From an optimization exercise on the open Yosys and OpenROAD flow, aimed at a short achievable clock period and few clock cycles; shortcuts taken in it are not production practice. The RTL was checked by simulation tests, not by an equivalence proof against the original design. Power and IR drop assume default switching activity.

==> design/flow/design.v <==
module dcache_ctrl #(
  parameter int INDEX_BITS = 4,
  parameter bit COMB_LOAD  = 1'b0,   
  parameter bit COMB_ST    = 1'b0    
) (
  input  logic        clk,
  input  logic        rst,
  input  logic [31:0] address,
  input  logic [31:0] writeData,
  input  logic        memRead,
  input  logic        memWrite,
  output logic [31:0] readData,
  output logic        hit,
  output logic        memReq,
  output logic        memWe,
  output logic [31:0] memAddr,
  output logic [31:0] memWriteData,
  input  logic        memReady,
  input  logic [31:0] memReadData
);
  localparam int LINE_WORDS = 4;
  localparam int LINES      = 1 << INDEX_BITS;
  localparam int SLOTS      = LINES * LINE_WORDS;
  localparam int TAG_W      = 28 - INDEX_BITS;
  logic [SLOTS-1:0]      wvalid;
  logic [TAG_W-1:0]      tag_arr  [LINES];
  logic [31:0]           data_arr [SLOTS];
  logic                  cv;         
  logic                  hit_q;      
  logic                  cand_q;     
  logic [31:0]           rdata_q;
  logic                  mreq_q;
  logic                  mwe_q;
  logic [31:2]           maddr_q;
  logic [31:0]           mwd_q;
  logic                  rf_active;
  logic [27:0]           rf_line;    
  logic [1:0]            rf_word;    
  logic [1:0]            rf_cnt;     
  logic                  tw_q;       
  logic                  unused_byte_offset;
  assign unused_byte_offset = ^address[1:0];
  logic [31:2]           a;
  logic [1:0]            a_word;
  logic [INDEX_BITS-1:0] a_index;
  logic [TAG_W-1:0]      a_tag;
  logic [5:0]            a_slot;
  assign a       = address[31:2];
  assign a_word  = a[3:2];
  assign a_index = a[3+INDEX_BITS:4];
  assign a_tag   = a[31:4+INDEX_BITS];
  assign a_slot  = a[3+INDEX_BITS:2];
  logic req, is_st, is_ld;
  assign req   = memRead || memWrite;
  assign is_st = memWrite;
  assign is_ld = memRead && !memWrite;
  logic [LINES-1:0] tag_m, word_v;
  always_comb begin
    for (int i = 0; i < LINES; i++) begin
      tag_m[i]  = (tag_arr[i] == a_tag);
      word_v[i] = tag_m[i] && wvalid[i*LINE_WORDS + a_word];
    end
  end
  logic word_valid, line_pend, match;
  assign word_valid = word_v[a_index];
  assign line_pend  = rf_active && (rf_line == a[31:4]);
  assign match      = mreq_q && !mwe_q && (maddr_q == a);
  logic st_now;
  if (COMB_ST) begin : g_comb_st
    assign st_now       = !mreq_q && is_st && !cv;
    assign memReq       = mreq_q || st_now;
    assign memWe        = !mreq_q || mwe_q;
    assign memAddr      = {(mreq_q ? maddr_q : a), 2'b00};
    assign memWriteData = mwe_q ? mwd_q : writeData;
  end else begin : g_reg_st
    assign st_now       = 1'b0;
    assign memReq       = mreq_q;
    assign memWe        = mwe_q;
    assign memAddr      = {maddr_q, 2'b00};
    assign memWriteData = mwd_q;
  end
  logic rf_beat, rf_last, rf_busy;
  assign rf_beat = mreq_q && !mwe_q && memReady;
  assign rf_last = rf_beat && (rf_cnt == 2'd3);
  assign rf_busy = rf_active && !rf_last;    
  logic done, act;
  assign done = hit_q || (cand_q && memReady) || (st_now && memReady);
  assign act  = req && !done;    
  assign hit  = done;
  if (COMB_LOAD) begin : g_comb_ld
    assign readData = cand_q ? memReadData : rdata_q;
  end else begin : g_reg_ld
    assign readData = rdata_q;
  end
  logic ld_go;    
  assign ld_go = act && is_ld && !line_pend && !rf_busy;
  logic start_rf;
  assign start_rf = ld_go && !word_valid;
  logic ld_next;
  assign ld_next = start_rf ||
                   (line_pend && !rf_last && !match &&
                    ((rf_beat ? rf_word + 2'd1 : rf_word) == a_word));
  logic st_hold;
  assign st_hold = act && is_st;    
  always_ff @(posedge clk or posedge rst) begin
    if (rst) begin
      cv        <= 1'b0;
      hit_q     <= 1'b0;
      cand_q    <= 1'b0;
      mreq_q    <= 1'b0;
      mwe_q     <= 1'b0;
      rf_active <= 1'b0;
      tw_q      <= 1'b0;
      wvalid    <= '0;
    end else begin
      cv     <= act;
      hit_q  <= act && is_ld && (word_valid || (match && memReady));
      if (COMB_LOAD) cand_q <= st_hold || (act && is_ld && ld_next);
      else           cand_q <= st_hold;
      rf_active <= rf_busy || start_rf;
      tw_q      <= start_rf;
      mreq_q    <= st_hold || rf_busy || start_rf;
      mwe_q     <= st_hold;
      for (int s = 0; s < SLOTS; s++) begin
        if (rf_beat && maddr_q[3+INDEX_BITS:2] == s) wvalid[s] <= 1'b1;
      end
      for (int i = 0; i < LINES; i++) begin
        if (ld_go && !word_v[i] && a_index == i) wvalid[i*LINE_WORDS +: LINE_WORDS] <= '0;
      end
    end
  end
  logic        port_rf, st_wr;
  logic [31:0] wdata;
  assign port_rf = mreq_q && !mwe_q;
  assign st_wr   = is_st && !port_rf;
  assign wdata   = port_rf ? memReadData : writeData;
  always_ff @(posedge clk) begin
    rdata_q <= match ? memReadData : data_arr[a_slot];
    if (rf_busy) begin
      rf_line <= rf_line;
      rf_word <= rf_beat ? rf_word + 2'd1 : rf_word;
      rf_cnt  <= rf_beat ? rf_cnt + 2'd1 : rf_cnt;
    end else begin
      rf_line <= a[31:4];
      rf_word <= a_word;
      rf_cnt  <= 2'd0;
    end
    if (rf_busy && !st_hold) maddr_q <= {rf_line, rf_beat ? rf_word + 2'd1 : rf_word};
    else                     maddr_q <= a;
    mwd_q <= writeData;
    for (int s = 0; s < SLOTS; s++) begin
      if ((port_rf && maddr_q[3+INDEX_BITS:2] == s) ||
          (st_wr && tag_m[s/LINE_WORDS] && a_slot == s)) data_arr[s] <= wdata;
    end
    if (tw_q) tag_arr[rf_line[INDEX_BITS-1:0]] <= rf_line[27:INDEX_BITS];
  end
endmodule
==> design/flow/run.sh <==
#!/bin/bash
# synth_recipe.tcl (not shown) runs the flow's synth.tcl, then flattens the netlist and writes it again
# the make line also repeats each setting of config.mk as NAME=value (left out here)
make -C /OpenROAD-flow-scripts/flow DESIGN_CONFIG=/design/flow/config.mk WORK_HOME=/design/flow/orfs CLKGATE_MAP_FILE= SYNTH_SCRIPT=/design/flow/synth_recipe.tcl finish
==> design/flow/config.mk <==
export PLATFORM = sky130hd
export DESIGN_NAME = dcache_ctrl
export DESIGN_NICKNAME = dcache_ctrl
export VERILOG_FILES = /design/flow/design.v
export SDC_FILE = /design/flow/constraint.sdc
export NUM_CORES = 4
export LEC_CHECK = 0
export ABC_CLOCK_PERIOD_IN_PS = 1000
export CAP_MARGIN = 20
export CORE_MARGIN = 2
export CORE_UTILIZATION = 40
export SETUP_SLACK_MARGIN = 3.3
export SLEW_MARGIN = 20
export TNS_END_PERCENT = 10
==> design/flow/constraint.sdc <==
create_clock -name core_clock -period 6.0 [get_ports {clk}]
set_input_delay 1.2000 -clock core_clock [delete_from_list [all_inputs] [get_ports {clk}]]
set_output_delay 1.2000 -clock core_clock [all_outputs]
set_load 0.01 [all_outputs]
==> summary.txt, run 1 <==
* Buf/Inv on CP at 7
* Share of cells above drive strength 1 at 0.230
* Startpoint Class: input pin
* Area contributors post-synth: edfxtp_1 75%, a22oi_1 7.5%, xnor2_1 2.7%
* Residual DRC at 0
* Number of synthesized flops with an enable pin at 2460
* Setup Skew at 0.0704 ns
* Yosys warning total at 2
* Pwr dens at 355 mW/mm^2
* Max-cap viol count at 0
* Area delta synth->final at 26.3%
* GRT Util Overall at 0.329
* Largest net degree at the start of global routing at 70
* Initial DRC Count at 14.1k
* Status: finished clean
* Main synth FF type: edfxtp_1
* Max-slew violations at 0
* Syn avg cell area at 16.9 um^2
* First-pass GRT wire length at 555000 um
* Core ar. at 0.246 mm^2
* Crit path DAT at 3.48 ns
* I/O pins at 200
* Period utilization at 0.487
* Worst-Skew Late Latency at 0.98 ns
* GRT overflow at 0
* Lkg Pwr at 41.2 nW
* Synthesized area at 0.0991 mm^2
* Vias in the first global route at 62.4k
* Fmax at 342 MHz
* Yosys top cell by area: edfxtp_1
* Placed Instance Area at 0.109 mm^2
* Synth Instances at 5871
* Required time of the critical path at 6.56 ns
* Most frequent CP cell: buf_12
* Most common cell in the synthesized netlist: edfxtp_1
* Final hold violation count at 0
* Setup crit end kind: flip-flop
* Final instance area at 0.125 mm^2
* Clock transition at path regs at 0.05 ns
* Top delay family on crit path: buffers and inverters
* Starting density of the core at 0.403
* WL per Instance at 41.8 um
* CTS Buffer Depth at 4
* Worst path slowest cell: buf_6
* Peak supply drop at 0.214 mV
* Final TNS setup at 0 ns
* Via count at 68.1k
* TritonCTS clock tree: built
* CTS root buf: clkbuf_16
* Via-to-Cell Ratio at 6.61
* Final GP Congestion at 0.865
* RSZ-0062 raised after global routing: true
* WL final at 430000 um
* PortBufs at 195
* Sequential-to-total area share from yosys stat at 0.782
* Die X at 502 um
* Cts bufs inserted at 289
* DR pass1 iterations at 9
* Antenna violations before repair at 27
* Crit path max fanout at 16
* Min Tclk post-route at 2.92 ns
* Remaining antenna violation count at 0
* Tightest Pin Transition at 1.13 ns
* Chip height at 502 um
* Max-slew headroom at 0.248
* HPWL after detailed placement at 221000 um
* Largest stage delay, worst path at 0.43 ns
* Sink Count at 2627
* H-tree depth at 5
* HP Class: flip-flop to flip-flop
* Top cell types by occurrence after synthesis: 2460 x edfxtp_1, 986 x a22oi_1, 387 x nand2_1, 303 x xnor2_1, 262 x nand4_1
* Final setup fails at 0
* Full die area at 0.252 mm^2
* Post-synth ARST share at 0.0263
* Synth top area share at 0.745
* Post-synthesis register bit count at 2627
* Synth cell types at 61
* Crit path cell chain: buf_12, buf_12, buf_12, buf_4, xnor2_2, nand4_1, nor4_2, buf_4, nand3_4, o22ai_4, buf_12, buf_6
* Site Rows at 182
* Nets at 6869
* Kind of critical path: input pin to flip-flop
tightest hold or removal path: stages, from the launching register on:
cell and delay, ns:
dfxtp_1 0.31, nand2_1 0.06, a21oi_1 0.06
cell usage in the layout, fill, tap and decap left out, types with 18 or more instances in the layout:
cell / Yosys / final
edfxtp_1: 2460 / 2460
a22oi_1: 986 / 976
buf_4: 53 / 394
nand2_1: 387 / 362
clkbuf_16: 0 / 310
xnor2_1: 303 / 270
nand4_1: 262 / 262
buf_12: 0 / 244
xor2_1: 142 / 138
nor2_1: 143 / 116
dfxtp_1: 98 / 91
dlygate4sd2_1: 0 / 90
a21oi_1: 77 / 76
clkbuf_1: 106 / 74
dfrtp_1: 69 / 68
clkdlybuf4s50_1: 0 / 67
buf_16: 0 / 64
buf_6: 45 / 63
and2_4: 4 / 61
o22ai_4: 0 / 60
nor3_1: 63 / 55
clkinv_1: 0 / 51
nor4_2: 3 / 42
nand3_1: 43 / 37
nor4_1: 93 / 34
clkinv_2: 0 / 30
o21ai_1: 33 / 29
xnor2_2: 0 / 28
mux2_2: 28 / 28
buf_8: 0 / 27
diode_2: 0 / 24
nor4_4: 1 / 21
and3_1: 22 / 21
nand2_4: 0 / 19
nor2_2: 0 / 18
a31o_1: 32 / 18
final timing paths:
check                                       startpoint                   endpoint  slack [ns]  depth (start not counted)
worst min register to register  rf_cnt[1]$_SDFFE_PN0P_     rf_cnt[1]$_SDFFE_PN0P_        0.47                          2
max in group asynchronous                          rst     wvalid[52]$_DFFE_PP0P_        4.48                          3
worst min-delay path            rf_cnt[1]$_SDFFE_PN0P_     rf_cnt[1]$_SDFFE_PN0P_        0.47                          2
min in group asynchronous                          rst            hit_q$_DFF_PP0_        0.89                          3
worst max register to register         mwe_q$_DFF_PP0_  data_arr[53][4]$_DFFE_PP_        3.17                          7
worst max-delay path                       address[31]  data_arr[21][4]$_DFFE_PP_        3.08                         12
flip-flops by register name (all words and copies together) (netlist names):
name,count
mwe_q,1
wvalid,64
tag_arr,384
mwd_q,32
rf_active,1
rdata_q,32
mreq_q,1
rf_cnt,2
rf_line,28
rf_word,2
tw_q,1
maddr_q,30
hit_q,1
data_arr,2048
through the flow:
stage | worst slack (ns) | total power (W) | hold WS (ns) | util | instances
5_1_grt | 3.06 | 0.0453 | 0.504 | 0.509 | 10300
6_report | 3.08 | 0.0445 | 0.470 | 0.509 | 10300
3_3_place_gp | 0.502 | 0.0271 | 0.454 | 0.444 | 9433
4_1_cts | 3.04 | 0.0440 | 0.474 | 0.499 | 10100
2_1_floorplan | 2.44 | 0.0247 | 0.440 | - | 5872
3_5_place_dp | 0.516 | 0.0272 | 0.465 | 0.444 | 9434
repair_timing:
item / CTS / global route
gates cloned: 60 / 20
hold buffers: 0 / 0
resized for setup: 655 / 211
buffers inserted: 166 / 107
endpoints found under the setup margin: 3748 / 2015
pin swaps: 103 / 84
layer usage:
| layer | share of wire | GRT usage | wire [um] | vias up |
|---|---|---|---|---|
| met4 | 0.084 | 0.209 | 36000 | 22 |
| met5 | 0.0012 | 0.0114 | 510 | - |
| met2 | 0.41 | 0.474 | 178000 | 6899 |
| met1 | 0.33 | 0.420 | 143000 | 34100 |
| li1 | - | - | - | 25300 |
| met3 | 0.17 | 0.119 | 72400 | 1794 |
area by class of cell:
class | instances | area [um^2]
inverters | 3 | 11.3
multi-input cells | 2865 | 22000
clock buffers | 370 | 7650
flip-flops and latches | 2627 | 77600
repair buffers | 981 | 12800
clock inverters | 118 | 1010
fillers | 19700 | 121000
diodes | 24 | 60.1
well taps | 3312 | 4140
power by group:
group / total (W) / internal [W] / switching [W]
registers: 0.0223 / 0.0219 / 0.000323
logic: 0.00539 / 0.00156 / 0.00384
clock network: 0.0168 / 0.00966 / 0.00718
total: 0.0445 / 0.0331 / 0.0113
logic make-up after synthesis:
group,after synthesis,share of synthesized area
multiplexers,44,0.00682
XOR/XNOR,445,0.0393
AO/OA/AOI/OAI,1220,0.0893
flip-flops,2627,0.782
buffers and inverters,386,0.0222
adder cells (fa/ha/maj),1,0.000126
AND/OR/NAND/NOR,1147,0.0598
other,1,0.0000378
Testbench counts, summed over its fixed seeds: cycles 45,428.
==> run 2, diff against run 1 <==
--- a/design/flow/design.v
+++ b/design/flow/design.v
@@ -1,5 +1,3 @@
 module dcache_ctrl #(
-  parameter int INDEX_BITS = 4,
-  parameter bit COMB_LOAD  = 1'b0,   
-  parameter bit COMB_ST    = 1'b0    
+  parameter int INDEX_BITS = 4
 ) (
@@ -30,3 +28,4 @@
   logic                  cand_q;     
-  logic [31:0]           rdata_q;
+  logic [31:0]           rp_q;
+  logic [31:0]           rq_q;
   logic                  mreq_q;
@@ -67,16 +66,6 @@
   assign match      = mreq_q && !mwe_q && (maddr_q == a);
-  logic st_now;
-  if (COMB_ST) begin : g_comb_st
-    assign st_now       = !mreq_q && is_st && !cv;
-    assign memReq       = mreq_q || st_now;
-    assign memWe        = !mreq_q || mwe_q;
-    assign memAddr      = {(mreq_q ? maddr_q : a), 2'b00};
-    assign memWriteData = mwe_q ? mwd_q : writeData;
-  end else begin : g_reg_st
-    assign st_now       = 1'b0;
-    assign memReq       = mreq_q;
-    assign memWe        = mwe_q;
-    assign memAddr      = {maddr_q, 2'b00};
-    assign memWriteData = mwd_q;
-  end
+  assign memReq       = mreq_q;
+  assign memWe        = mwe_q;
+  assign memAddr      = {maddr_q, 2'b00};
+  assign memWriteData = mwd_q;
   logic rf_beat, rf_last, rf_busy;
@@ -86,10 +75,6 @@
   logic done, act;
-  assign done = hit_q || (cand_q && memReady) || (st_now && memReady);
+  assign done = hit_q || (cand_q && memReady);
   assign act  = req && !done;    
   assign hit  = done;
-  if (COMB_LOAD) begin : g_comb_ld
-    assign readData = cand_q ? memReadData : rdata_q;
-  end else begin : g_reg_ld
-    assign readData = rdata_q;
-  end
+  assign readData = rq_q | (memReadData & rp_q);
   logic ld_go;    
@@ -102,4 +87,5 @@
                     ((rf_beat ? rf_word + 2'd1 : rf_word) == a_word));
-  logic st_hold;
-  assign st_hold = act && is_st;    
+  logic st_hold, ld_cand;
+  assign st_hold = act && is_st;              
+  assign ld_cand = act && is_ld && ld_next;   
   always_ff @(posedge clk or posedge rst) begin
@@ -117,4 +103,3 @@
       hit_q  <= act && is_ld && (word_valid || (match && memReady));
-      if (COMB_LOAD) cand_q <= st_hold || (act && is_ld && ld_next);
-      else           cand_q <= st_hold;
+      cand_q <= st_hold || ld_cand;
       rf_active <= rf_busy || start_rf;
@@ -131,2 +116,6 @@
   end
+  logic [31:0] rdata_n;
+  logic        pass_n;
+  assign rdata_n = match ? memReadData : data_arr[a_slot];
+  assign pass_n  = !(word_valid || match);
   logic        port_rf, st_wr;
@@ -137,3 +126,4 @@
   always_ff @(posedge clk) begin
-    rdata_q <= match ? memReadData : data_arr[a_slot];
+    rp_q <= rdata_n | {32{pass_n}};
+    rq_q <= rdata_n & {32{!pass_n}};
     if (rf_busy) begin
==> run 2 against run 1 <==
Final cell count up 0.78%; wire length up 2.6%; count of clock-buffer cells in the layout unchanged; highest routed layer unchanged; synthesized cell count down 0.49%; maximum frequency down 6.4%; die area up 0.40%; sequential cell count up 33; worst setup slack worse by 0.20 ns.
==> summary.txt, run 2 <==
* Max-slew headroom at 0.177
* Comb pwr share at 0.124
* Placed Cells incl. Taps at 9459
* CTS root buf: clkbuf_16
* FF-to-FF Start: tag_arr[2][14]$_DFFE_PP_
* Tightest Pin Transition at 1.23 ns
* HP Class: input pin to flip-flop
* Residual DRC at 0
* Clock transition at path regs at 0.06 ns
* Main combinational cell family by area after synthesis: compound AO/OA/AOI/OAI gates
* Pwr dens at 356 mW/mm^2
* Vias in the first global route at 63.3k
* Yosys top cell by area: edfxtp_1
* Non-Filler Instances at 10.4k
* HPWL after detailed placement at 227000 um
* Antenna violations before repair at 34
* Via count at 69.4k
* Kind of critical path: input pin to flip-flop
* I/O pins at 200
* Area contributors post-synth: edfxtp_1 74%, a22oi_1 7.0%, xor2_1 3.6%
* Hold Buf Count CTS at 0
* Max-cap viol count at 0
* Core ar. at 0.248 mm^2
* WL per Instance at 42.5 um
* Cts bufs inserted at 285
* Top cell types by occurrence after synthesis: 2460 x edfxtp_1, 933 x a22oi_1, 408 x xor2_1, 255 x nand2_1, 248 x clkbuf_1
* Post-synthesis compound-gate area fraction at 0.0932
* Largest net degree at the start of global routing at 71
* Most frequent CP cell: buf_12
* Mux share of post-synthesis cell area at 0.00668
* Clock power frac at 0.379
* Adder-Cell Fraction of Synth Area at 0.000126
* Number of synthesized flops with an enable pin at 2460
* Status: finished clean
* TritonCTS clock tree: built
* Die X at 503 um
* H-tree depth at 5
* Worst Setup EP: rp_q[25]$_DFF_P_
* Lkg Pwr at 42.6 nW
* Share of cells above drive strength 1 at 0.260
* Startpoint Class: input pin
* Crit path max fanout at 32
* Worst R2R Path Depth at 14
* Most flop-heavy register: data_arr
* Syn avg cell area at 17.0 um^2
* First-pass GRT wire length at 568000 um
* Sink Count at 2660
* Final hold violation count at 0
* Final GP Congestion at 0.885
* CP startpoint: address[22]
* Dpl ws at 0.475 ns
* Via-to-Cell Ratio at 6.69
* Yosys warning total at 2
* WL final at 441000 um
* Most common cell after layout, fill and taps aside: edfxtp_1
* Setup Skew at 0.109 ns
* Hold Slack at 0.463 ns
* Largest stage delay, worst path at 0.38 ns
* PortBufs at 195
* Area delta synth->final at 28.4%
* Period utilization at 0.521
* Post-synth ARST share at 0.0263
* Full die area at 0.253 mm^2
* Worst path slowest cell: nor4_4
* Final core occ at 0.515
* GRT overflow at 0
* Min Tclk post-route at 3.12 ns
* Post-synthesis register bit count at 2660
* Starting density of the core at 0.401
* Final worst setup slack at 2.88 ns
* Chip height at 503 um
* Sequential-to-total area share from yosys stat at 0.786
* Internal power at 0.0339 W
* DR pass1 iterations at 8
* Final setup fails at 0
* Worst-Skew Late Latency at 0.97 ns
* Psw at 0.0117 W
* CTS Buffer Depth at 4
* Initial DRC Count at 14.5k
* Simple-Gate Fraction of Synth Area at 0.0577
* Synth top area share at 0.742
* Most frequent cells in the layout: 2460 x edfxtp_1, 904 x a22oi_1, 450 x buf_4
* Crit path DAT at 3.92 ns
* Most common cell in the synthesized netlist: edfxtp_1
* Main synth FF type: edfxtp_1
* Max-slew violations at 0
* Final TNS setup at 0 ns
* Synthesized area at 0.0995 mm^2
* Filler Cell Count at 19.7k
* Crit path cell chain: buf_12, buf_12, buf_12, xor2_2, nor4_4, nand2_1, nor3b_2, buf_4, a221oi_4, a22oi_2, buf_6, a21oi_4, buf_12, buf_12, nand3b_1
* Switching Share at 0.256
* Synth cell types at 59
* Synth Instances at 5842
* Setup crit end kind: flip-flop
* Required time of the critical path at 6.80 ns
* Peak supply drop at 0.284 mV
* Sequential share of power at 0.497
* R2R setup slack at 2.95 ns
* RR Endpoint: rp_q[25]$_DFF_P_
* Site Rows at 183
* Post-synthesis xor/xnor area fraction at 0.0392
* GRT Util Overall at 0.336
* RSZ-0062 raised after global routing: true
* Remaining antenna violation count at 0
* Max FFs per register at 2048
* Fmax at 320 MHz
* Nets at 6919
[run 2: through the flow]
step / area [um^2] / power, W
2_1_floorplan: 101000 / 0.0252
3_3_place_gp: 110000 / 0.0276
3_5_place_dp: 110000 / 0.0278
4_1_cts: 126000 / 0.0450
5_1_grt: 128000 / 0.0463
6_report: 128000 / 0.0455
[run 2: final cells by class]
cell class | instances | area (um^2) | area share
sequential | 2660 | 78200 | 0.612
antenna | 33 | 82.6 | 0.000646
timing repair buffer | 1064 | 13700 | 0.107
multi-input combinational | 2800 | 22700 | 0.177
clock buffer | 370 | 7730 | 0.0605
tap | 3330 | 4170 | 0.0326
clock inverter | 117 | 1120 | 0.00875
inverter | 6 | 23.8 | 0.000186
[run 2: cells by family (layout without fill, tap and decap cells)]
logic type	count (synthesis)	in the layout
other	1	35
adders and majority gates	1	1
buffers and inverters	388	1557
muxes	43	43
AOI/OAI and AO/OA	1273	1273
and+or+nand+nor	1030	1035
xor gates and xnor gates	446	446
DFF	2660	2660
[run 2: how the worst min path moves through the flow]
stage | slack (ns) | depth (start not counted) | endpoint | from
after global routing | 0.46 | 1 | rf_line[19]$_DFFE_PN_ | address[23]
after global placement | 0.47 | 2 | rf_cnt[1]$_SDFFE_PN0P_ | rf_cnt[1]$_SDFFE_PN0P_
after detailed placement | 0.47 | 2 | rf_cnt[1]$_SDFFE_PN0P_ | rf_cnt[1]$_SDFFE_PN0P_
final | 0.46 | 3 | rp_q[24]$_DFF_P_ | memReadData[24]
after CTS | 0.45 | 1 | rf_line[19]$_DFFE_PN_ | address[23]
after floorplan | 0.44 | 2 | rf_cnt[1]$_SDFFE_PN0P_ | rf_cnt[1]$_SDFFE_PN0P_
[run 2: what timing repair did]
action                                  4_1_cts  5_1_grt
gates resized for setup                     938      230
pin swaps                                   159       90
hold endpoints to repair                      0        0
cloned                                       61       23
setup buffers                               250       67
endpoints found under the setup margin     2625     2240
[run 2: per-layer routing]
layer | global-route usage | routed length (um)
met3 | 0.122 | 72200
met5 | 0.000571 | 338
met1 | 0.410 | 140000
met2 | 0.490 | 185000
met4 | 0.246 | 42800
[run 2: power by group through the flow]
stage	Sequential (W)	Combinational [W]	Clock [W]
5_1_grt	0.0227	0.00573	0.0179
3_5_place_dp	0.0230	0.00473	0
3_3_place_gp	0.0230	0.00460	0
2_1_floorplan	0.0231	0.00207	0
6_report	0.0226	0.00565	0.0173
4_1_cts	0.0226	0.00520	0.0172
[run 2: critical path, delay by kind of cell]
kind            cells  cell delay, ns
compound gates      3            0.44
buf+inv             7            1.05
xor+xnor            1            0.17
simple gates        4            0.97
Testbench counts of run 2, summed over its fixed seeds: cycles 43,538.
==> run 3, diff against run 2 <==
--- a/design/flow/design.v
+++ b/design/flow/design.v
@@ -29,7 +29,11 @@
   logic [31:0]           rp_q;
-  logic [31:0]           rq_q;
-  logic                  mreq_q;
-  logic                  mwe_q;
-  logic [31:2]           maddr_q;
-  logic [31:0]           mwd_q;
+  logic [31:0]           rq0_q;
+  logic [31:0]           rq1_q;
+  logic                  mreq_q;     
+  logic                  mwe_q;      
+  logic                  we_q;       
+  logic [31:2]           maddr_q;    
+  logic [31:0]           mwd_q;      
+  logic                  mown_q;     
+  logic [SLOTS-1:0]      sdec_q;     
   logic                  rf_active;
@@ -62,8 +66,11 @@
   end
-  logic word_valid, line_pend, match;
+  logic rf_on;    
+  assign rf_on = rf_active && !mwe_q;
+  logic tag_eq, word_valid, line_pend, match;
+  assign tag_eq     = tag_m[a_index];
   assign word_valid = word_v[a_index];
   assign line_pend  = rf_active && (rf_line == a[31:4]);
-  assign match      = mreq_q && !mwe_q && (maddr_q == a);
+  assign match      = rf_on && ({rf_line, rf_word} == a);
   assign memReq       = mreq_q;
-  assign memWe        = mwe_q;
+  assign memWe        = we_q;
   assign memAddr      = {maddr_q, 2'b00};
@@ -71,3 +78,3 @@
   logic rf_beat, rf_last, rf_busy;
-  assign rf_beat = mreq_q && !mwe_q && memReady;
+  assign rf_beat = rf_on && memReady;
   assign rf_last = rf_beat && (rf_cnt == 2'd3);
@@ -78,3 +85,3 @@
   assign hit  = done;
-  assign readData = rq_q | (memReadData & rp_q);
+  assign readData = rq0_q | rq1_q | (memReadData & rp_q);
   logic ld_go;    
@@ -84,3 +91,3 @@
   logic ld_next;
-  assign ld_next = start_rf ||
+  assign ld_next = (start_rf && cv) ||
                    (line_pend && !rf_last && !match &&
@@ -97,2 +104,3 @@
       mwe_q     <= 1'b0;
+      we_q      <= 1'b0;
       rf_active <= 1'b0;
@@ -108,4 +116,5 @@
       mwe_q     <= st_hold;
+      we_q      <= st_hold || !(rf_busy || start_rf);
       for (int s = 0; s < SLOTS; s++) begin
-        if (rf_beat && maddr_q[3+INDEX_BITS:2] == s) wvalid[s] <= 1'b1;
+        if (rf_beat && {rf_line[INDEX_BITS-1:0], rf_word} == s) wvalid[s] <= 1'b1;
       end
@@ -116,14 +125,13 @@
   end
-  logic [31:0] rdata_n;
+  logic [31:0] lo_n, hi_n;
   logic        pass_n;
-  assign rdata_n = match ? memReadData : data_arr[a_slot];
-  assign pass_n  = !(word_valid || match);
-  logic        port_rf, st_wr;
+  assign lo_n = match ? memReadData : (a_slot[5] ? 32'd0 : data_arr[{1'b0, a_slot[4:0]}]);
+  assign hi_n = (match || !a_slot[5]) ? 32'd0 : data_arr[{1'b1, a_slot[4:0]}];
+  assign pass_n  = !match && (cv || (line_pend && !wvalid[rf_line[INDEX_BITS-1:0]*LINE_WORDS + a_word]));
   logic [31:0] wdata;
-  assign port_rf = mreq_q && !mwe_q;
-  assign st_wr   = is_st && !port_rf;
-  assign wdata   = port_rf ? memReadData : writeData;
+  assign wdata = mwe_q ? writeData : memReadData;    
   always_ff @(posedge clk) begin
-    rp_q <= rdata_n | {32{pass_n}};
-    rq_q <= rdata_n & {32{!pass_n}};
+    rp_q  <= lo_n | {32{pass_n}};
+    rq0_q <= lo_n & {32{!pass_n}};
+    rq1_q <= hi_n & {32{!pass_n}};
     if (rf_busy) begin
@@ -140,5 +148,9 @@
     mwd_q <= writeData;
+    if (!mwe_q) begin
+      mown_q <= tag_eq;
+      for (int s = 0; s < SLOTS; s++) sdec_q[s] <= (a_slot == s);
+    end
     for (int s = 0; s < SLOTS; s++) begin
-      if ((port_rf && maddr_q[3+INDEX_BITS:2] == s) ||
-          (st_wr && tag_m[s/LINE_WORDS] && a_slot == s)) data_arr[s] <= wdata;
+      if ((rf_on && {rf_line[INDEX_BITS-1:0], rf_word} == s) ||
+          (mwe_q && mown_q && sdec_q[s])) data_arr[s] <= wdata;
     end
--- a/design/flow/config.mk
+++ b/design/flow/config.mk
@@ -13,2 +13 @@
 export SLEW_MARGIN = 20
-export TNS_END_PERCENT = 10
==> run 3 against run 2 <==
Still clean on timing, DRC and antenna; non-clock buffer count decreased by 114; total power increased by 0.58%; clock skew decreased by 0.011 ns; worst hold slack worse by 0.0056 ns; die area grew 2.9%; combinational power is 12% lower; first-iteration DRC count down 22%; synthesized cell count is 4.5% higher; wire length down 13%; largest cell class unchanged; largest power group unchanged.
==> summary.txt, run 3 <==
* Met3 WL at 50000 um
* Worst-Skew Late Latency at 0.95 ns
* CP startpoint: address[3]
* Post-synthesis register bit count at 2759
* Total chip power at 0.0458 W
* Final worst setup slack at 2.87 ns
* Full die area at 0.260 mm^2
* Starting density of the core at 0.403
* Dpl ws at 0.694 ns
* Post-synth ARST share at 0.0261
* Share of cells above drive strength 1 at 0.240
* Period utilization at 0.522
* Hold Buf Count CTS at 0
* Hold Slack at 0.457 ns
* Synth top area share at 0.740
* Die X at 510 um
* Via count at 66.3k
* Most flop-heavy register: data_arr
* Met2 WL at 177000 um
* RSZ-0062 raised after global routing: true
* Buf/Inv on CP at 5
* Min Tclk post-route at 3.13 ns
* Endpoint, Worst Hold: rq0_q[12]$_DFF_P_
* HPWL after detailed placement at 202000 um
* GRT overflow at 0
* Setup crit end kind: flip-flop
* RR Endpoint: rq0_q[30]$_DFF_P_
* Area contributors post-synth: edfxtp_1 74%, a22oi_1 7.2%, dfxtp_1 3.2%
* I/O pins at 200
* Crit path max fanout at 10
* Post-route met1 wirelength at 136000 um
* Max-slew headroom at 0.420
* Yosys top cell by area: edfxtp_1
* Status: finished clean
* Most common cell after layout, fill and taps aside: edfxtp_1
* Number of synthesized flops with an enable pin at 2525
* Remaining antenna violation count at 0
* Nets at 7128
* Max-cap viol count at 0
* Min-Delay Startpoint: memReadData[12]
* Required time of the critical path at 6.84 ns
* Cts bufs inserted at 304
* Main synth FF type: edfxtp_1
* Chip height at 510 um
* Setup Skew at 0.0981 ns
* PortBufs at 195
* Final setup fails at 0
* Yosys warning total at 2
* GRT Util Overall at 0.288
* Synth Instances at 6105
* Max-slew violations at 0
* Fmax at 319 MHz
* CTS Buffer Depth at 4
* Final GP Congestion at 0.840
* Crit path DAT at 3.97 ns
* Core ar. at 0.254 mm^2
* Synthesized area at 0.102 mm^2
* Vias in the first global route at 63.1k
* Antenna violations before repair at 15
* Clock transition at path regs at 0.06 ns
* FF-to-FF Start: wvalid[11]$_DFFE_PP0P_
* Syn avg cell area at 16.8 um^2
* DR pass1 iterations at 6
* WL per Instance at 36.3 um
* Initial DRC Count at 11.2k
* HP Class: input pin to flip-flop
* Max FFs per register at 2048
* Largest stage delay, worst path at 0.53 ns
* Hold Path Depth at 2
* Sequential-to-total area share from yosys stat at 0.789
* R2R setup slack at 3.01 ns
* Worst path slowest cell: mux4_2
* Final hold violation count at 0
* Final TNS setup at 0 ns
* Largest net degree at the start of global routing at 67
* Top Layer Used: met5
* Residual DRC at 0
* Sink Count at 2759
* Peak supply drop at 0.302 mV
* Lkg Pwr at 43.5 nW
* Tightest Pin Transition at 0.869 ns
* Crit path cell chain: buf_12, bufbuf_16, mux4_2, mux4_2, mux4_2, nand2b_4, buf_12, buf_12, buf_16, a32o_1
* Most frequent cells in the layout: 2525 x edfxtp_1, 987 x a22oi_1, 472 x buf_4
* Synth cell types at 67
* CTS root buf: clkbuf_16
* TritonCTS clock tree: built
* Most common cell in the synthesized netlist: edfxtp_1
* Startpoint Class: input pin
* Worst R2R Path Depth at 8
* First-pass GRT wire length at 517000 um
* WL final at 385000 um
* Area delta synth->final at 25.5%
* Final instance area at 0.129 mm^2
* Top delay family on crit path: multiplexers
* Placed Instance Area at 0.112 mm^2
* Pwr dens at 356 mW/mm^2
* Kind of critical path: input pin to flip-flop
* Top cell types by occurrence after synthesis: 2525 x edfxtp_1, 989 x a22oi_1, 462 x nand2_1, 217 x clkbuf_1, 211 x xor2_1
* Via-to-Cell Ratio at 6.25
* H-tree depth at 5
* Site Rows at 185
==> run 3: layout make-up <==
cell class | instances | area [um^2]
Clock inverter | 140 | 1260
Antenna cell | 5 | 12.5
Tap cell | 3366 | 4210
Multi-Input combinational cell | 2996 | 23000
Clock buffer | 387 | 8170
Inverter | 11 | 56.3
Fill cell | 20400 | 126000
Sequential cell | 2759 | 80900
Timing Repair Buffer | 950 | 10900
==> run 3: worst max path at each step <==
stage | slack (ns) | endpoint | depth (start not counted)
2_1_floorplan | 2.38 | rq0_q[10]$_DFF_P_ | 9
3_3_place_gp | 0.73 | rp_q[27]$_DFF_P_ | 11
3_5_place_dp | 0.69 | rp_q[24]$_DFF_P_ | 9
4_1_cts | 2.92 | readData[21] | 3
5_1_grt | 2.89 | rp_q[21]$_DFF_P_ | 12
6_report | 2.87 | rq0_q[30]$_DFF_P_ | 10
==> run 3: report_power, final <==
group / total, W / switching, W / internal, W
sequential: 0.0228 / 0.000344 / 0.0224
clock: 0.0180 / 0.00753 / 0.0105
combinational: 0.00500 / 0.00341 / 0.00159
total: 0.0458 / 0.0113 / 0.0345
==> run 3: through the flow <==
step	util	cells
2_1_floorplan	-	6106
3_3_place_gp	0.439	9693
3_5_place_dp	0.440	9699
4_1_cts	0.499	10500
5_1_grt	0.505	10600
6_report	0.505	10600
==> run 3: cells by family after synthesis <==
group / after synthesis / share of synthesized area
AND/OR/NAND/NOR: 1144 / 0.0533
multiplexers: 82 / 0.0113
XOR/XNOR: 417 / 0.0356
flip-flops: 2759 / 0.789
AO/OA/AOI/OAI: 1343 / 0.0957
adder cells (fa/ha/maj): 5 / 0.000611
buffers and inverters: 354 / 0.0143
other: 1 / 0.0000366
==> run 3: layer usage <==
layer | vias to the layer above | global-route usage
li1 | 26200 | -
met1 | 33900 | 0.376
met2 | 5140 | 0.458
met3 | 1025 | 0.0662
met4 | 12 | 0.135
met5 | - | 0
==> run 3: timing repair <==
| action | in CTS | in global routing |
|---|---|---|
| buffers inserted | 295 | 52 |
| gates cloned | 28 | 8 |
| gates resized for setup | 1115 | 211 |
| setup endpoints to repair | 2821 | 770 |
| pin swaps | 159 | 98 |
Testbench counts of run 3, summed over its fixed seeds: cycles 44,488.
==> run 4, diff against run 3 <==
--- a/design/flow/config.mk
+++ b/design/flow/config.mk
@@ -13 +13,2 @@
 export SLEW_MARGIN = 20
+export TNS_END_PERCENT = 10
==> run 4 against run 3 <==
Still clean on timing, DRC and antenna; area after synthesis did not move; sequential cell count did not move; final area fell by 1.7%; non-clock buffer count fell by 73; die area did not move; global-route usage fell by 0.24 points; worst setup slack got worse by 0.071 ns; sequential share of layout area rose by 1.1 points; total power fell by 1.6%; clock skew rose by 0.011 ns; via count barely moved; final cell count fell by 0.77%; critical path type is now flip-flop to flip-flop; largest cell class unchanged; largest power group unchanged.
==> summary.txt, run 4 <==
* Status: finished clean
* Max-cap viol count at 0
* Most common cell after layout, fill and taps aside: edfxtp_1
* Min Tclk post-route at 3.21 ns
* Synth cell types at 67
* Area delta synth->final at 23.3%
* Post-synth ARST share at 0.0261
* Final hold violation count at 0
* Final TNS setup at 0 ns
* First-pass GRT wire length at 513000 um
* Final GP Congestion at 0.858
* Hold Buf Count CTS at 0
* PortBufs at 195
* Max-slew headroom at 0.246
* Setup Skew at 0.109 ns
* Via count at 66.3k
* Lkg Pwr at 42.5 nW
* Chip height at 510 um
* Final setup fails at 0
* Number of synthesized flops with an enable pin at 2525
* CTS Buffer Depth at 4
* Top cell types by occurrence after synthesis: 2525 x edfxtp_1, 989 x a22oi_1, 462 x nand2_1, 217 x clkbuf_1, 211 x xor2_1
* HPWL after detailed placement at 200000 um
* CTS root buf: clkbuf_16
* Initial DRC Count at 11.3k
* DR pass1 iterations at 6
* Crit path max fanout at 32
* RSZ-0062 raised after global routing: true
* Max FFs per register at 2048
* Worst-Skew Late Latency at 0.96 ns
* Peak supply drop at 0.315 mV
* Required time of the critical path at 6.56 ns
* Synth top area share at 0.740
* Startpoint Class: flip-flop
* RR Endpoint: data_arr[60][31]$_DFFE_PP_
* Sequential-to-total area share from yosys stat at 0.789
* Via-to-Cell Ratio at 6.30
* Setup crit end kind: flip-flop
* Syn avg cell area at 16.8 um^2
* GRT overflow at 0
* Period utilization at 0.534
* Die X at 510 um
* WL final at 379000 um
* Fmax at 312 MHz
* R2R setup slack at 2.79 ns
* Max-slew violations at 0
* TritonCTS clock tree: built
* Hold Path Depth at 2
* Area contributors post-synth: edfxtp_1 74%, a22oi_1 7.2%, dfxtp_1 3.2%
* Cts bufs inserted at 300
* Crit path DAT at 3.77 ns
* Kind of critical path: flip-flop to flip-flop
* Yosys top cell by area: edfxtp_1
* Pwr dens at 357 mW/mm^2
* Vias in the first global route at 63.4k
* WL per Instance at 36.0 um
* Core ar. at 0.254 mm^2
* Starting density of the core at 0.403
* Most common cell in the synthesized netlist: edfxtp_1
* Share of cells above drive strength 1 at 0.212
* Sink Count at 2759
* Synthesized area at 0.102 mm^2
* Largest net degree at the start of global routing at 73
* Remaining antenna violation count at 0
* Antenna violations before repair at 15
* FF-to-FF Start: rf_word[0]$_DFF_P_
* H-tree depth at 5
* Most frequent cells in the layout: 2525 x edfxtp_1, 989 x a22oi_1, 462 x buf_4
* Main synth FF type: edfxtp_1
* I/O pins at 200
* Min-Delay Startpoint: memReadData[21]
* Site Rows at 185
* Yosys warning total at 2
* HP Class: input pin to flip-flop
* GRT Util Overall at 0.286
* Most flop-heavy register: data_arr
* Post-synthesis register bit count at 2759
* Worst R2R Path Depth at 5
* Clock transition at path regs at 0.06 ns
* Tightest Pin Transition at 1.13 ns
* Residual DRC at 0
* Hold Slack at 0.457 ns
* Endpoint, Worst Hold: rq0_q[21]$_DFF_P_
* Full die area at 0.260 mm^2
* Synth Instances at 6105
* Nets at 7051
* Filler Cell Count at 20.6k
## run 4: worst max-delay path by stage
stage | startpoint | end | slack [ns] | cells past startpoint
2_1_floorplan | address[2] | rq0_q[10]$_DFF_P_ | 2.38 | 9
3_5_place_dp | address[3] | rq0_q[31]$_DFF_P_ | 0.67 | 10
4_1_cts | memReadData[5] | readData[5] | 2.77 | 3
5_1_grt | rq1_q[28]$_DFF_P_ | readData[28] | 2.88 | 2
6_report | rf_word[0]$_DFF_P_ | data_arr[60][31]$_DFFE_PP_ | 2.79 | 5
3_3_place_gp | address[3] | rq0_q[31]$_DFF_P_ | 0.75 | 10
## run 4: final cells by class
class | count | area (um^2) | area share
flip-flops and latches | 2759 | 80900 | 0.640
clock inverters | 124 | 948 | 0.00751
repair buffers | 877 | 9890 | 0.0783
multi-input cells | 2996 | 22100 | 0.175
well taps | 3366 | 4210 | 0.0333
clock buffers | 393 | 8240 | 0.0652
diodes | 6 | 15.0 | 0.000119
inverters | 11 | 48.8 | 0.000386
## run 4: cells by family (layout without fill, tap and decap cells)
family	after synthesis	in the layout	synth area share
fa+ha+maj	5	5	0.000611
buf+inv	354	1405	0.0143
flops	2759	2759	0.789
compound gates	1343	1343	0.0957
mux	82	82	0.0113
xor+xnor	417	417	0.0356
simple gates	1144	1147	0.0533
other cells	1	8	0.0000366
## run 4: through the flow
stage / power [W] / setup WS (ns) / instance area, um^2 / utilization / cells
2_1_floorplan: 0.0249 / 2.38 / 103000 / - / 6106
3_3_place_gp: 0.0271 / 0.748 / 111000 / 0.438 / 9666
3_5_place_dp: 0.0273 / 0.672 / 112000 / 0.440 / 9683
4_1_cts: 0.0450 / 2.77 / 126000 / 0.494 / 10500
5_1_grt: 0.0460 / 2.88 / 126000 / 0.497 / 10500
6_report: 0.0451 / 2.79 / 126000 / 0.497 / 10500
## run 4: repair_timing
| action | 4_1_cts | 5_1_grt |
|---|---|---|
| cloned | 25 | 0 |
| resized for setup | 586 | 240 |
| setup endpoints to repair | 2552 | 1658 |
| setup buffers | 262 | 37 |
| pin swaps | 146 | 30 |
## run 4: where the power goes
part	leakage (nW)	switching (W)	internal [W]	total, W
clock network	4.50	0.00736	0.0102	0.0176
logic	12.8	0.00329	0.00143	0.00472
registers	25.2	0.000358	0.0224	0.0228
## run 4: worst max-delay path, cell delays in order, from the launching register on
cell	delay, ns
dfxtp_1	0.35
inv_1	0.13
ha_1	0.61
nand3_1	0.62
o21ai_4	0.31
buf_4	0.80
## run 4: per-layer routing
metal,share of wire,vias up,track usage,wire length [um]
li1,-,26000,-,-
met1,0.36,34000,0.371,135000
met2,0.45,5148,0.447,172000
met3,0.13,1132,0.0695,47900
met4,0.064,22,0.149,24100
met5,0.00077,-,0,291
==> run 5, diff against run 4 <==
==> design/flow/config.mk (replaced) <==
export PLATFORM = sky130hd
export DESIGN_NAME = dcache_ctrl
export DESIGN_NICKNAME = dcache_ctrl
export VERILOG_FILES = /design/flow/design.v
export SDC_FILE = /design/flow/constraint.sdc
export NUM_CORES = 4
export LEC_CHECK = 0
export ABC_CLOCK_PERIOD_IN_PS = 500
export CAP_MARGIN = 20
export CORE_MARGIN = 2
export CORE_UTILIZATION = 50
export SETUP_SLACK_MARGIN = 3.4
export SLEW_MARGIN = 20
==> run 5 against run 4 <==
Utilization is 13 points higher; die area is 20% lower; highest routed layer unchanged; final area is 1.3% higher; clock power hardly changed.
==> summary.txt, run 5 <==
* Max-slew headroom at 0.367
* Register area at 0.0809 mm^2
* Most frequent cells in the layout: 2525 x edfxtp_1, 984 x a22oi_1, 447 x nand2_1
* Final worst setup slack at 2.93 ns
* Kind of critical path: input pin to flip-flop
* Tightest Pin Transition at 0.949 ns
* Via count at 66.4k
* DR pass1 iterations at 6
* Area contributors post-synth: edfxtp_1 74%, a22oi_1 7.2%, dfxtp_1 3.2%
* Syn avg cell area at 16.8 um^2
* Synth top area share at 0.740
* HPWL after detailed placement at 196000 um
* Via-to-Cell Ratio at 6.69
* Most common cell after layout, fill and taps aside: edfxtp_1
* Startpoint Class: input pin
* Max-slew violations at 0
* Dpl ws at 0.472 ns
* Comb pwr share at 0.111
* WL final at 382000 um
* Sequential-to-total area share from yosys stat at 0.789
* Nets at 7126
* Hold Buf Count CTS at 0
* Placed Cells incl. Taps at 8977
* Setup Skew at 0.0708 ns
* Full die area at 0.209 mm^2
* Crit path max fanout at 7
* Main synth FF type: edfxtp_1
* Share of cells above drive strength 1 at 0.250
* First-pass GRT wire length at 515000 um
* I/O pins at 200
* Die X at 457 um
* Fmax at 326 MHz
* Switching Share at 0.245
* Final instance area at 0.128 mm^2
* GRT overflow at 0
* Setup crit end kind: flip-flop
* H-tree depth at 5
* Post-synth ARST share at 0.0261
* Hold Slack at 0.462 ns
* RSZ-0062 raised after global routing: true
* Final setup fails at 0
* CTS Buffer Depth at 4
* Crit path DAT at 3.96 ns
* Filler Cell Count at 14.5k
* Vias in the first global route at 63.0k
* Area delta synth->final at 24.9%
* Pwr dens at 356 mW/mm^2
* PortBufs at 195
* Min Tclk post-route at 3.07 ns
* Yosys top cell by area: edfxtp_1
* Worst R2R Path Depth at 10
* Site Rows at 166
* Most flop-heavy register: data_arr
* Clock transition at path regs at 0.06 ns
* Chip height at 457 um
* Sink Count at 2759
* Max-cap viol count at 0
* Largest net degree at the start of global routing at 73
* Antenna violations before repair at 15
* Psw at 0.0112 W
* Residual DRC at 0
* Placed Instance Area at 0.111 mm^2
* TritonCTS clock tree: built
* Worst-Skew Late Latency at 0.97 ns
* Remaining antenna violation count at 0
* Hold Path Depth at 2
* Peak supply drop at 0.332 mV
* Lkg Pwr at 43.4 nW
* Required time of the critical path at 6.90 ns
* Multi-input logic area at 0.0233 mm^2
* Yosys warning total at 2
* Core ar. at 0.204 mm^2
* HP Class: flip-flop to flip-flop
* Synth cell types at 67
* Sequential share of power at 0.500
* Starting density of the core at 0.502
* Max FFs per register at 2048
* Top cell types by occurrence after synthesis: 2525 x edfxtp_1, 989 x a22oi_1, 462 x nand2_1, 217 x clkbuf_1, 211 x xor2_1
* Status: finished clean
* Non-Filler Instances at 9930
* GRT Util Overall at 0.359
* Final TNS setup at 0 ns
* Synthesized area at 0.102 mm^2
* Synth Instances at 6105
* Number of synthesized flops with an enable pin at 2525
* Final hold violation count at 0
* Post-synthesis register bit count at 2759
* WL per Instance at 38.4 um
* Internal power at 0.0344 W
* Final GP Congestion at 0.858
* Period utilization at 0.511
* Cts bufs inserted at 299
* Initial DRC Count at 11.8k
* Clock power frac at 0.389
* CTS root buf: clkbuf_16
* Most common cell in the synthesized netlist: edfxtp_1
-- run 5: power groups by stage --
stage	Combinational (W)	Sequential (W)	Clock, W
2_1_floorplan	0.00190	0.0232	0
3_3_place_gp	0.00399	0.0231	0
3_5_place_dp	0.00405	0.0232	0
4_1_cts	0.00468	0.0228	0.0178
5_1_grt	0.00516	0.0228	0.0185
6_report	0.00506	0.0228	0.0177
-- run 5: layout make-up --
cell class	count	area share
Antenna cell	4	0.0000782
Clock buffer	394	0.0634
Clock inverter	125	0.00872
Inverter	11	0.000450
Multi-Input combinational cell	2995	0.182
Sequential cell	2759	0.632
Tap cell	2688	0.0263
Timing Repair Buffer	954	0.0869
-- run 5: routing by layer --
layer | GRT usage | wire, um | up-vias
met1 | 0.473 | 133000 | 33900
met5 | 0 | 82 | -
met3 | 0.0895 | 50300 | 1084
met4 | 0.170 | 21300 | 12
met2 | 0.564 | 177000 | 5216
li1 | - | - | 26200
-- run 5: cell families after synthesis --
kind of cell | count (synthesis) | share of synthesized area
AOI/OAI and AO/OA | 1343 | 0.0957
DFF | 2759 | 0.789
xor gates and xnor gates | 417 | 0.0356
and+or+nand+nor | 1144 | 0.0533
buffers and inverters | 354 | 0.0143
muxes | 82 | 0.0113
adders and majority gates | 5 | 0.000611
other | 1 | 0.0000366
-- run 5: worst max-delay path: stages --
cell and delay (ns):
buf_16 0.12, mux4_2 0.56, mux4_2 0.51, mux4_2 0.58, buf_6 0.17, nor2b_4 0.12
buf_12 0.13, buf_12 0.13, buf_12 0.11, buf_16 0.15, o32a_1 0.16
-- run 5: repair_timing --
item,4_1_cts,5_1_grt
cloned,39,7
endpoints found under the hold margin,0,0
pin swaps,192,110
setup buffers,332,52
resized for setup,1323,203
endpoints found under the setup margin,2895,1016
-- run 5: path summary, 6_finish.rpt --
check	from	end	slack, ns
min in group asynchronous	rst	wvalid[13]$_DFFE_PP0P_	0.92
max	address[2]	rp_q[11]$_DFF_P_	2.93
max reg2reg	wvalid[24]$_DFFE_PP0P_	rp_q[11]$_DFF_P_	3.00
min	rf_cnt[1]$_SDFFE_PN0P_	rf_cnt[1]$_SDFFE_PN0P_	0.46
max in group asynchronous	rst	mwe_q$_DFF_PP0_	4.34
min reg2reg	rf_cnt[1]$_SDFFE_PN0P_	rf_cnt[1]$_SDFFE_PN0P_	0.46
-- run 5: per-stage QoR --
stage                     power (W)  utilization
after CTS                    0.0452        0.620
after global placement       0.0271        0.541
after floorplan              0.0251            -
after global routing         0.0465        0.627
after detailed placement     0.0272        0.543
final                        0.0456        0.627
==> run 6, diff against run 5 <==
--- a/design/flow/design.v
+++ b/design/flow/design.v
@@ -43,2 +43,3 @@
   logic                  tw_q;       
+  logic [SLOTS-1:0]      rfdec_q;    
   logic                  unused_byte_offset;
@@ -118,3 +119,3 @@
       for (int s = 0; s < SLOTS; s++) begin
-        if (rf_beat && {rf_line[INDEX_BITS-1:0], rf_word} == s) wvalid[s] <= 1'b1;
+        if (rf_beat && rfdec_q[s]) wvalid[s] <= 1'b1;
       end
@@ -140,2 +141,7 @@
       rf_cnt  <= rf_beat ? rf_cnt + 2'd1 : rf_cnt;
+      if (rf_beat) begin
+        for (int s = 0; s < SLOTS; s++) begin
+          rfdec_q[s] <= rfdec_q[(s & ~(LINE_WORDS-1)) | ((s + LINE_WORDS - 1) & (LINE_WORDS-1))];
+        end
+      end
     end else begin
@@ -144,2 +150,3 @@
       rf_cnt  <= 2'd0;
+      for (int s = 0; s < SLOTS; s++) rfdec_q[s] <= (a_slot == s);
     end
@@ -153,3 +160,3 @@
     for (int s = 0; s < SLOTS; s++) begin
-      if ((rf_on && {rf_line[INDEX_BITS-1:0], rf_word} == s) ||
+      if ((rf_on && rfdec_q[s]) ||
           (mwe_q && mown_q && sdec_q[s])) data_arr[s] <= wdata;
==> run 6 against run 5 <==
Global-route usage down 1.8 points; register-to-register slack improved by 0.09 ns; total power is 24% higher; maximum frequency is 1.1% higher; synthesized cell count rose by 1.6%; worst hold slack lost 0.0092 ns; non-clock buffer count decreased by 166; utilization shrank 1.7 points; sequential power grew 25%; largest power group unchanged.
==> summary.txt, run 6 <==
* Max-cap viol count at 0
* Clock transition at path regs at 0.06 ns
* PortBufs at 195
* Synthesized area at 0.105 mm^2
* Final GP Congestion at 0.820
* Post-synth ARST share at 0.0255
* Cts bufs inserted at 305
* Status: finished clean
* Pwr dens at 443 mW/mm^2
* Final TNS setup at 0 ns
* Die X at 463 um
* FF-to-FF Start: rf_line[2]$_DFFE_PN_
* Area delta synth->final at 21.3%
* Peak supply drop at 0.326 mV
* Final hold violation count at 0
* Required time of the critical path at 4.80 ns
* Crit path max fanout at 1
* RR Endpoint: rp_q[5]$_DFF_P_
* Via-to-Cell Ratio at 6.60
* Post-synthesis register bit count at 2823
* Lkg Pwr at 44.1 nW
* CTS root buf: clkbuf_16
* WL per Instance at 37.8 um
* Simple-Gate Fraction of Synth Area at 0.0500
* Synth top area share at 0.738
* DR pass1 iterations at 8
* Setup crit end kind: output pin
* Final setup fails at 0
* First-pass GRT wire length at 508000 um
* Fmax at 330 MHz
* Max FFs per register at 2048
* I/O pins at 200
* Main synth FF type: edfxtp_1
* Synth Instances at 6204
* Starting density of the core at 0.503
* Startpoint Class: flip-flop
* TritonCTS clock tree: built
* Residual DRC at 0
* Post-synthesis compound-gate area fraction at 0.0958
* GRT overflow at 0
* Min-Delay Startpoint: memReadData[28]
* Chip height at 463 um
* Post-synthesis xor/xnor area fraction at 0.0347
* Area contributors post-synth: edfxtp_1 74%, a22oi_1 7.1%, dfxtp_1 3.1%
* H-tree depth at 5
* Sequential-to-total area share from yosys stat at 0.786
* Core ar. at 0.210 mm^2
* Hold Path Depth at 3
* HP Class: input pin to flip-flop
* Worst-Skew Late Latency at 0.96 ns
* Non-Filler Instances at 9984
* Yosys top cell by area: edfxtp_1
* WL final at 378000 um
* R2R setup slack at 3.09 ns
* Site Rows at 168
* Nets at 7056
* CP startpoint: rq1_q[9]$_DFF_P_
* Max-slew headroom at 0.332
* HPWL after detailed placement at 196000 um
* Synth cell types at 72
* Most common cell after layout, fill and taps aside: edfxtp_1
* Sink Count at 2823
* Full die area at 0.214 mm^2
* Yosys warning total at 2
* Antenna violations before repair at 18
* Via count at 65.9k
* Most common cell in the synthesized netlist: edfxtp_1
* Main combinational cell family by area after synthesis: compound AO/OA/AOI/OAI gates
* Initial DRC Count at 10.9k
* Setup Skew at 0.0765 ns
* Crit path DAT at 1.83 ns
* Placed Cells incl. Taps at 9137
* Period utilization at 0.505
* GRT Util Overall at 0.341
* Vias in the first global route at 62.5k
* CTS Buffer Depth at 4
* Share of cells above drive strength 1 at 0.238
* Min Tclk post-route at 3.03 ns
* Adder-Cell Fraction of Synth Area at 0.000119
* Max-slew violations at 0
* Most flop-heavy register: data_arr
* Mux share of post-synthesis cell area at 0.0173
* Kind of critical path: flip-flop to output pin
* RSZ-0062 raised after global routing: true
* Remaining antenna violation count at 0
* Number of synthesized flops with an enable pin at 2589
* Largest net degree at the start of global routing at 69
* Tightest Pin Transition at 1.00 ns
* Most frequent cells in the layout: 2589 x edfxtp_1, 990 x a22oi_1, 433 x nand2_1
* Top cell types by occurrence after synthesis: 2589 x edfxtp_1, 993 x a22oi_1, 449 x nand2_1, 239 x xor2_1, 204 x buf_2
* Syn avg cell area at 17.0 um^2
* Endpoint, Worst Hold: rq0_q[28]$_DFF_P_
* Worst R2R Path Depth at 11
run 6: changes by cell type in the layout (fill, tap and decap cells not counted), sizes merged, moves of 28 or more:
cell | previous run | this run
a22o | 2 | 78
a32o | 32 | 0
edfxtp | 2525 | 2589
o21ai | 67 | 28
a211oi | 34 | 2
buf | 890 | 728
xor2 | 211 | 239
o32a | 32 | 0
mux2 | 60 | 124
nor2 | 204 | 146
run 6: per-layer routing:
layer | global-route usage | up-vias | share of wire | routed length, um
li1 | - | 26300 | - | -
met1 | 0.470 | 34000 | 0.37 | 139000
met2 | 0.535 | 4698 | 0.46 | 174000
met3 | 0.0651 | 856 | 0.12 | 44700
met4 | 0.145 | 14 | 0.053 | 19800
met5 | 0 | - | 0.00025 | 94
run 6: critical path, stage by stage (launching register included):
cell	delay (ns)
dfxtp_4	0.41
a211o_4	0.33
buf_6	0.14
run 6: logic make-up after synthesis:
family / Yosys count
DFF: 2823
AOI/OAI and AO/OA: 1363
and+or+nand+nor: 1084
xor gates and xnor gates: 418
buffers and inverters: 367
muxes: 147
adders and majority gates: 1
other: 1
run 6: repair_timing:
| action | 4_1_cts | 5_1_grt |
|---|---|---|
| cloned | 30 | 9 |
| buffers inserted | 194 | 82 |
| gates resized for setup | 1209 | 152 |
| hold buffers | 0 | 0 |
| hold endpoints to repair | 0 | 0 |
| pin swaps | 126 | 109 |
| setup endpoints to repair | 3220 | 597 |
run 6: layout make-up:
class / instances / area, um^2
diodes: 4 / 10.0
well taps: 2805 / 3510
repair buffers: 788 / 8500
fillers: 15200 / 81700
inverters: 10 / 67.6
clock buffers: 391 / 8410
multi-input cells: 3024 / 23300
flip-flops and latches: 2823 / 82900
repair inverters: 2 / 17.5
clock inverters: 137 / 1140
run 6: how the worst max path moves through the flow:
stage / to / slack, ns
3_5_place_dp: rp_q[0]$_DFF_P_ / 0.75
3_3_place_gp: rp_q[24]$_DFF_P_ / 0.79
2_1_floorplan: rq1_q[25]$_DFF_P_ / 2.68
6_report: readData[9] / 2.97
4_1_cts: rq1_q[22]$_DFF_P_ / 2.96
5_1_grt: readData[9] / 2.94
run 6: stage by stage:
step	utilization	cell area, um^2	setup slack [ns]	total power (W)	hold WS (ns)
6_report	0.610	128000	2.97	0.0567	0.452
5_1_grt	0.610	128000	2.94	0.0578	0.447
4_1_cts	0.602	126000	2.96	0.0561	0.412
3_5_place_dp	0.536	112000	0.754	0.0374	0.475
3_3_place_gp	0.536	112000	0.792	0.0371	0.447
2_1_floorplan	-	106000	2.68	0.0321	0.440
run 6: power by group:
group	leakage (nW)	internal (W)	switching (W)
sequential	26.3	0.0271	0.00132
clock	4.69	0.0107	0.00760
combinational	13.2	0.00244	0.00759
total	44.1	0.0402	0.0165
Testbench counts of run 6, summed over its fixed seeds: cycles 44,488.
==> run 7, diff against run 6 <==
--- a/design/flow/design.v
+++ b/design/flow/design.v
@@ -92,3 +92,3 @@
   logic ld_next;
-  assign ld_next = (start_rf && cv) ||
+  assign ld_next = start_rf ||
                    (line_pend && !rf_last && !match &&
@@ -130,3 +130,3 @@
   assign hi_n = (match || !a_slot[5]) ? 32'd0 : data_arr[{1'b1, a_slot[4:0]}];
-  assign pass_n  = !match && (cv || (line_pend && !wvalid[rf_line[INDEX_BITS-1:0]*LINE_WORDS + a_word]));
+  assign pass_n  = !(word_valid || match);
   logic [31:0] wdata;
==> run 7 against run 6 <==
Critical endpoint is now rq1_q[2]$_DFF_P_; register-to-register slack worse by 0.11 ns; first-iteration DRC count is 1.2% lower; still clean; utilization is 1.9 points higher; largest power group unchanged.
==> summary.txt, run 7 <==
* Status: finished clean
* Kind of critical path: input pin to flip-flop
* R2R setup slack at 2.98 ns
* Total chip power at 0.0587 W
* Hold Slack at 0.461 ns
* Setup Skew at 0.0716 ns
* Share of cells above drive strength 1 at 0.273
* Hold Buf Count CTS at 0
* Yosys top cell by area: edfxtp_1
* Sink Count at 2822
* Crit path max fanout at 8
* Most frequent cells in the layout: 2589 x edfxtp_1, 987 x a22oi_1, 484 x buf_4
* Starting density of the core at 0.503
* Clock transition at path regs at 0.06 ns
* Site Rows at 168
* Most common cell in the synthesized netlist: edfxtp_1
* Final GP Congestion at 0.822
* Required time of the critical path at 6.84 ns
* Synthesized area at 0.105 mm^2
* Number of synthesized flops with an enable pin at 2589
* Startpoint Class: input pin
* CTS Buffer Depth at 4
* Final hold violation count at 0
* Main synth FF type: edfxtp_1
* Area contributors post-synth: edfxtp_1 74%, a22oi_1 7.1%, dfxtp_1 3.1%
* Pwr dens at 446 mW/mm^2
* Initial DRC Count at 10.7k
* GRT Util Overall at 0.364
* DR pass1 iterations at 6
* Max-slew headroom at 0.206
* Lkg Pwr at 45.4 nW
* I/O pins at 200
* CTS root buf: clkbuf_16
* Most common cell after layout, fill and taps aside: edfxtp_1
* WL final at 398000 um
* Residual DRC at 0
* Via count at 67.6k
* Vias in the first global route at 64.4k
* Antenna violations before repair at 21
* HPWL after detailed placement at 204000 um
* Worst-Skew Late Latency at 0.96 ns
* Most flop-heavy register: data_arr
* Max FFs per register at 2048
* First-pass GRT wire length at 535000 um
* Max-slew violations at 0
* HP Class: input pin to flip-flop
* GRT overflow at 0
* Final setup fails at 0
* Final instance area at 0.132 mm^2
* Max-cap viol count at 0
* Synth cell types at 68
* WL per Instance at 39.2 um
* Final TNS setup at 0 ns
* Via-to-Cell Ratio at 6.65
* Core ar. at 0.210 mm^2
* H-tree depth at 5
* RSZ-0062 raised after global routing: true
* PortBufs at 195
* Top cell types by occurrence after synthesis: 2589 x edfxtp_1, 990 x a22oi_1, 394 x nand2_1, 222 x xnor2_1, 194 x xor2_1
* Nets at 7215
* Peak supply drop at 0.409 mV
* Sequential-to-total area share from yosys stat at 0.786
* Post-synthesis register bit count at 2822
* Chip height at 463 um
* Period utilization at 0.522
* Syn avg cell area at 17.1 um^2
* Synth top area share at 0.738
* Remaining antenna violation count at 0
* Fmax at 319 MHz
* Largest net degree at the start of global routing at 69
* TritonCTS clock tree: built
* Min Tclk post-route at 3.13 ns
* Placed Instance Area at 0.113 mm^2
* Area delta synth->final at 25.1%
* Setup crit end kind: flip-flop
* Post-synth ARST share at 0.0252
* Final core occ at 0.628
* Yosys warning total at 2
* Full die area at 0.214 mm^2
* Synth Instances at 6163
* Cts bufs inserted at 303
* Crit path DAT at 3.97 ns
* Tightest Pin Transition at 1.19 ns
* Die X at 463 um
## run 7: power by group
group,internal [W],leakage [nW],switching [W]
Clock,0.0103,4.56,0.00759
Sequential,0.0274,26.2,0.00142
Combinational,0.00324,14.6,0.00878
Total,0.0409,45.4,0.0178
## run 7: cell type report
cell class | count | area, um^2
inverters | 6 | 42.5
well taps | 2805 | 3510
diodes | 12 | 30.0
repair buffers | 989 | 11600
fillers | 14800 | 77900
clock inverters | 133 | 1010
repair inverters | 1 | 8.76
clock buffers | 398 | 8290
multi-input cells | 2990 | 24400
flip-flops and latches | 2822 | 82800
## run 7: final timing paths
check / startpoint / end / cells past startpoint
worst max-delay path: address[28] / rq1_q[2]$_DFF_P_ / 15
worst min-delay path: memReadData[5] / rp_q[5]$_DFF_P_ / 3
worst max register to register: rf_line[12]$_DFFE_PN_ / rq0_q[20]$_DFF_P_ / 12
worst min register to register: rf_cnt[1]$_SDFFE_PN0P_ / rf_cnt[1]$_SDFFE_PN0P_ / 2
max in group asynchronous: rst / mwe_q$_DFF_PP0_ / 3
min in group asynchronous: rst / we_q$_DFF_PP0_ / 2
## run 7: routing by layer
| metal | wire length, um | share of wire | track usage |
|---|---|---|---|
| met1 | 137000 | 0.35 | 0.474 |
| met2 | 183000 | 0.46 | 0.568 |
| met3 | 52300 | 0.13 | 0.0936 |
| met4 | 25800 | 0.065 | 0.185 |
| met5 | 119 | 0.00030 | 0 |
## run 7: timing repair
| item | CTS | global route |
|---|---|---|
| cloned | 43 | 6 |
| setup buffers | 325 | 79 |
| resized for setup | 1285 | 243 |
| setup endpoints to repair | 2925 | 367 |
| pin swaps | 184 | 105 |
## run 7: cells by family (layout without fill, tap and decap cells)
family          Yosys count  in the layout  share of synthesized area
fa+ha+maj                 1              1                   0.000119
compound gates         1328           1332                     0.0948
flops                  2822           2822                      0.786
simple gates           1092           1097                     0.0514
other cells               1             14                  0.0000356
mux                     142            142                     0.0168
buf+inv                 361           1527                     0.0165
xor+xnor                416            416                     0.0346
## run 7: critical path: stages
cell	delay (ns)
buf_8	0.10
buf_12	0.14
buf_4	0.16
xnor2_1	0.18
nand4_1	0.18
nor4_2	0.36
buf_4	0.21
nand4_1	0.15
a21oi_4	0.22
o22a_4	0.24
buf_12	0.12
nand4b_4	0.12
buf_12	0.22
buf_16	0.20
a31oi_4	0.15
## run 7: metrics by stage
stage | std cells | setup slack [ns]
3_3_place_gp | 9157 | 0.0206
4_1_cts | 10100 | 2.91
2_1_floorplan | 6164 | 2.72
5_1_grt | 10100 | 2.82
6_report | 10200 | 2.87
3_5_place_dp | 9160 | 0.277
Testbench counts of run 7, summed over its fixed seeds: cycles 43,538.

## what the ideal ports hide
No port has a modelled driver above. Below, the same layouts with a new extraction and two added sets of constraints. Step 1 sets driving cells, clkbuf_16 on the clock port and buf_2 on the other inputs (assumed; they add their load-dependent delay and slew). Step 2, shift: input delay + t, output delay - t, t = (earliest + latest rising clock arrival at the registers) / 2. This alone moves slack from input paths to output paths. Slacks: ideal / step 1 / step 2; pairs: ideal / step 1.
| run | t, ns | slack for setup (ns) | hold slack, ns | worst slew at a driven data input, ns | cell pins on the clock port's net |
|---|---|---|---|---|---|
| run 1 | 1.025 | 3.077 / 3.019 / 2.016 | 0.470 / 0.470 / 0.470 | 0.20 | 1 |
| run 2 | 1.004 | 2.876 / 2.915 / 1.911 | 0.463 / 0.415 / 0.479 | 0.10 | 1 |
| run 3 | 1.014 | 2.866 / 2.722 / 1.709 | 0.457 / 0.415 / 0.464 | 0.29 | 1 |
| run 4 | 1.002 | 2.795 / 2.671 / 1.669 | 0.457 / 0.417 / 0.484 | 0.43 | 1 |
| run 5 | 1.024 | 2.935 / 2.729 / 1.705 | 0.462 / 0.439 / 0.462 | 0.33 | 1 |
| run 6 | 1.018 | 2.969 / 2.877 / 1.861 | 0.452 / 0.412 / 0.493 | 0.19 | 1 |
| run 7 | 1.026 | 2.867 / 2.853 / 1.895 | 0.461 / 0.420 / 0.471 | 0.15 | 1 |
After both steps setup and hold are still met in every run listed. The setup slack of run 5, which loses most, moves by -0.206 ns with the drivers and by -1.230 ns with both steps.
